This design comes from an exercise in tuning for small area on the open sky130 flow, not from production work. Only simulation tests tie the RTL to the original design; equivalence was not proved. Power is estimated from default activity; no workload was simulated.

==> exp/pepper: inputs <==
## drac_espm_top
module drac_espm_top
#(
    parameter int WDOG_PERIOD = 1024
) (
    input  logic  sysclk,
    input  logic  rst,
    input  logic  rx_load,
    input  drac_pkg::slot_t rx_sel,
    input  drac_pkg::word_t rx_data,
    input  logic  rx_eof,
    input  logic  rx_crc_good,
    input  logic  reg_wen,
    input  drac_pkg::addr_t reg_waddr,
    input  drac_pkg::word_t reg_wdata,
    input  drac_pkg::addr_t reg_raddr,
    output drac_pkg::word_t reg_rdata,
    output logic  comm_good,
    output logic  esii_good,
    output logic  frame_copied
);
==> module espm_comm_watchdog, before the edit <==
module espm_comm_watchdog
#(
    parameter int WDOG_PERIOD = 1024
) (
    input  logic  sysclk,
    input  logic  rst,
    input  logic  rx_eof,
    input  logic  rx_crc_good,
    output drac_pkg::word_t crc_good_count,
    output drac_pkg::word_t crc_err_count,
    output logic  comm_good
);
    localparam int CNT_W = $clog2(WDOG_PERIOD);
    logic [CNT_W-1:0] win_cnt;
    logic             seen_good;     
    logic             win_end;
    assign win_end = (win_cnt == CNT_W'(WDOG_PERIOD - 1));
    always_ff @(posedge sysclk) begin
        if (rst) begin
            crc_good_count <= '0;
            crc_err_count  <= '0;
        end else begin
            if (rx_crc_good) begin
                crc_good_count <= crc_good_count + 32'd1;
            end
            if (rx_eof && !rx_crc_good) begin
                crc_err_count <= crc_err_count + 32'd1;
            end
        end
    end
    always_ff @(posedge sysclk) begin
        if (rst) begin
            win_cnt   <= '0;
            seen_good <= 1'b0;
            comm_good <= 1'b0;
        end else if (win_end) begin
            win_cnt   <= '0;
            comm_good <= seen_good | rx_crc_good;    
            seen_good <= 1'b0;
        end else begin
            win_cnt   <= win_cnt + 1'b1;
            seen_good <= seen_good | rx_crc_good;
        end
    end
endmodule
==> module drac_sel_or, before the edit <==
module drac_sel_or
#(
    parameter int N = 64,    
    parameter int W = 32     
) (
    input  logic [N-1:0][W-1:0] d,
    input  logic [N-1:0]        s,
    output logic [W-1:0]        y
);
    localparam int N3 = (N % 3 == 2) ? N / 3 : (N + 2) / 3;    
    localparam int NA = (N % 3 == 2) ? N3 + 2 : N3;             
    localparam int NN = (NA + 3) / 4;    
    for (genvar b = 0; b < W; b++) begin : g_bit
        logic [NA-1:0] an;               
        logic [NN-1:0] nn;               
        for (genvar a = 0; a < NA; a++) begin : g_aoi
            localparam int B = (a < N3) ? 3 * a : 3 * N3 + (a - N3);      
            localparam int K = (a >= N3) ? 1 : (N - B >= 3) ? 3 : N - B;
            logic [K-1:0] dk, sk;
            for (genvar k = 0; k < K; k++) begin : g_k
                assign dk[k] = d[B + k][b];
                assign sk[k] = s[B + k];
            end
            drac_aoi #(.K(K)) u_aoi (.d(dk), .s(sk), .y(an[a]));
        end
        if (NN == 1) begin : g_one
            assign y[b] = ~&an;          
        end else begin : g_tree
            for (genvar n = 0; n < NN; n++) begin : g_nand
                localparam int K = (NA - 4 * n >= 4) ? 4 : NA - 4 * n;
                drac_nand #(.K(K)) u_nand (.a(an[4 * n +: K]), .y(nn[n]));
            end
            assign y[b] = |nn;
        end
    end
endmodule
==> flow/config.mk <==
export PLATFORM = sky130hd
export DESIGN_NAME = drac_espm_top
export DESIGN_NICKNAME = drac_espm_top
export VERILOG_FILES = /design/flow/design.v
export SDC_FILE = /design/flow/constraint.sdc
export NUM_CORES = 4
export LEC_CHECK = 0
export CAP_MARGIN = 20
export CORE_MARGIN = 2
export CORE_UTILIZATION = 65
export CTS_CLUSTER_DIAMETER = 80
export CTS_CLUSTER_SIZE = 25
export PLACE_DENSITY = 0.75
export SLEW_MARGIN = 20
export SYNTH_HIERARCHICAL = 1
==> flow/constraint.sdc <==
create_clock -name core_clock -period 6.0 [get_ports {sysclk}]
set_input_delay 1.2000 -clock core_clock [delete_from_list [all_inputs] [get_ports {sysclk}]]
set_output_delay 1.2000 -clock core_clock [all_outputs]
set_load 0.01 [all_outputs]
standard.sh (not shown) runs the stock make flow with config.mk's settings and CLKGATE_MAP_FILE= SYNTH_SCRIPT=/design/flow/synth_recipe.tcl, a recipe that flattens the netlist after the stock synthesis.
==> flow/flow/run.sh <==
#!/bin/bash
# Layout: the standard flow (standard.sh) with two ORFS variables set in its environment:
#  - CTS_ARGS: clock tree synthesis with the same clustering as config.mk, without dummy loads
#  - BUFFER_PORTS_ARGS: port buffers of the smallest buffer cell
# Every tool's log stays under orfs/logs/ in this folder; make's own output goes to flow_make.log.
set -euo pipefail
export CTS_ARGS="-sink_clustering_enable -repair_clock_nets -sink_clustering_size 25 -sink_clustering_max_diameter 80 -dont_use_dummy_load"
export BUFFER_PORTS_ARGS="-buffer_cell sky130_fd_sc_hd__buf_1"
bash standard.sh finish > flow_make.log 2>&1
==> exp/zinc (differences from exp/pepper) <==
--- a/flow/design.v
+++ b/flow/design.v
@@ -187,15 +187,8 @@
     assign win_end = (win_cnt == CNT_W'(WDOG_PERIOD - 1));
-    always_ff @(posedge sysclk) begin
-        if (rst) begin
-            crc_good_count <= '0;
-            crc_err_count  <= '0;
-        end else begin
-            if (rx_crc_good) begin
-                crc_good_count <= crc_good_count + 32'd1;
-            end
-            if (rx_eof && !rx_crc_good) begin
-                crc_err_count <= crc_err_count + 32'd1;
-            end
-        end
-    end
+    drac_counter #(.W(32)) u_good_cnt (
+        .sysclk(sysclk), .rst(rst), .en(rx_crc_good), .q(crc_good_count)
+    );
+    drac_counter #(.W(32)) u_err_cnt (
+        .sysclk(sysclk), .rst(rst), .en(rx_eof && !rx_crc_good), .q(crc_err_count)
+    );
     always_ff @(posedge sysclk) begin
@@ -215,2 +208,46 @@
 endmodule
+module drac_counter
+#(
+    parameter int W = 32
+) (
+    input  logic         sysclk,
+    input  logic         rst,
+    input  logic         en,
+    output logic [W-1:0] q
+);
+    localparam int NG = (W + 7) / 8;
+    logic [NG-1:0] g_ones;       
+    logic [NG-1:0] g_cin;        
+    logic [W-1:0]  sum;
+    for (genvar g = 0; g < NG; g++) begin : g_grp
+        localparam int GW = (W - 8 * g >= 8) ? 8 : W - 8 * g;
+        logic [GW:0] c;
+        assign g_ones[g] = &q[8 * g +: GW];
+        assign c[0]      = g_cin[g];
+        for (genvar i = 0; i < GW; i++) begin : g_bit
+            drac_half_add u_ha (.a(q[8 * g + i]), .b(c[i]), .s(sum[8 * g + i]), .c(c[i + 1]));
+        end
+    end
+    always_comb begin
+        g_cin[0] = en;
+        for (int g = 1; g < NG; g++) begin
+            g_cin[g] = g_cin[g - 1] && g_ones[g - 1];
+        end
+    end
+    always_ff @(posedge sysclk) begin
+        if (rst) begin
+            q <= '0;
+        end else begin
+            q <= sum;
+        end
+    end
+endmodule
+module drac_half_add (
+    input  logic a,
+    input  logic b,
+    output logic s,
+    output logic c
+);
+    assign {c, s} = a + b;
+endmodule
 `timescale 1ns/1ps
==> exp/sierra (differences from exp/pepper) <==
--- a/flow/design.v
+++ b/flow/design.v
@@ -29,4 +29,3 @@
 );
-    localparam int N3 = (N % 3 == 2) ? N / 3 : (N + 2) / 3;    
-    localparam int NA = (N % 3 == 2) ? N3 + 2 : N3;             
+    localparam int NA = (N + 2) / 3;     
     localparam int NN = (NA + 3) / 4;    
@@ -36,8 +35,7 @@
         for (genvar a = 0; a < NA; a++) begin : g_aoi
-            localparam int B = (a < N3) ? 3 * a : 3 * N3 + (a - N3);      
-            localparam int K = (a >= N3) ? 1 : (N - B >= 3) ? 3 : N - B;
+            localparam int K = (N - 3 * a >= 3) ? 3 : N - 3 * a;
             logic [K-1:0] dk, sk;
             for (genvar k = 0; k < K; k++) begin : g_k
-                assign dk[k] = d[B + k][b];
-                assign sk[k] = s[B + k];
+                assign dk[k] = d[3 * a + k][b];
+                assign sk[k] = s[3 * a + k];
             end
==> flow/run.sh (new file) <==
#!/bin/bash
# synth_recipe.tcl (not shown) runs the flow's synth.tcl, then flattens the netlist and writes it again
# the make line also repeats each setting of config.mk as NAME=value (left out here)
make -C /OpenROAD-flow-scripts/flow DESIGN_CONFIG=/design/flow/config.mk WORK_HOME=/design/flow/orfs CLKGATE_MAP_FILE= SYNTH_SCRIPT=/design/flow/synth_recipe.tcl finish
removed: flow/flow/run.sh
removed: flow/standard.sh
==> comparison table <==
                                                                                 exp/pepper                          exp/zinc                        exp/sierra
Run status                                                                   finished clean                    finished clean                    finished clean
Number of clock buffer instances in the layout                                          206                               206                               332
Post-route setup slack                                                            0.1854 ns                         0.4281 ns                        0.05219 ns
Iter 0 DRT Violations                                                                16,040                            15,740                            17,260
Relative contribution of the clock network to total power                             0.287                             0.288                             0.303
Final standard cell utilization of the core                                          0.7100                            0.7106                            0.7234
Clock network share of area                                                         0.03056                           0.03056                           0.03619
Diode insertion count for antenna repair                                                 19                                25                                19
Post-route total power                                                            51,800 uW                         51,830 uW                         53,200 uW
Synth Area in Simple Gates                                                          0.04181                           0.03833                           0.04044
Multi-input gate area in the final layout                                       19,140 um^2                       18,780 um^2                       19,170 um^2
Worst rel slew slack                                                                 0.2131                           0.07445                            0.1893
Total global-route track usage                                                       0.3324                            0.3296                            0.3339
Worst Tran Pin Value                                                               1.180 ns                          1.377 ns                          1.216 ns
Worst-skew pair later-pin latency                                                   0.92 ns                           0.91 ns                           0.93 ns
Worst ir drop on vdd                                                               269.4 uV                          380.1 uV                          337.8 uV
Wire length on met1                                                              130,800 um                        131,800 um                        132,600 um
Critical path endpoint                                     drac_reg_read_inst.reg_rdata[23]  drac_reg_read_inst.reg_rdata[21]  drac_reg_read_inst.reg_rdata[23]
FF-to-FF setup slack                                                                0.19 ns                           0.43 ns                           0.05 ns
Critical Path Max Stage Delay                                                       0.79 ns                           0.65 ns                           0.79 ns
Largest net degree at the start of global routing                                        76                                65                                78

==> static timing again, ports no longer ideal <==
The flow's constraints put no driver on any port. The routed layouts listed below were extracted and timed again, unchanged, in two steps. Step 1 (the two cells are an assumption about what drives the block):
set clk [get_ports {sysclk}]
set_driving_cell -lib_cell sky130_fd_sc_hd__clkbuf_16 $clk
set_driving_cell -lib_cell sky130_fd_sc_hd__buf_2 [delete_from_list [all_inputs] $clk]
Step 2 times the ports against the registers' clock, not the clock port: input delays grow and output delays shrink by t, the midpoint of the rising clock arrivals with the driver on. a / b / c = ideal / step 1 / step 2; a / b = the first two.
run	t (ns)	setup slack, ns	worst hold slack (ns)
exp/pepper	0.962	0.185 / 0.185 / 0.185	0.358 / 0.289 / 0.358
exp/zinc	0.974	0.428 / 0.428 / 0.195	0.345 / 0.292 / 0.345
exp/sierra	0.978	0.052 / 0.052 / 0.052	0.361 / 0.361 / 0.361
After both steps every run listed still meets setup and hold. For exp/zinc, which loses most, drivers alone change the setup slack by 0.000 ns; drivers and shift together by -0.233 ns.
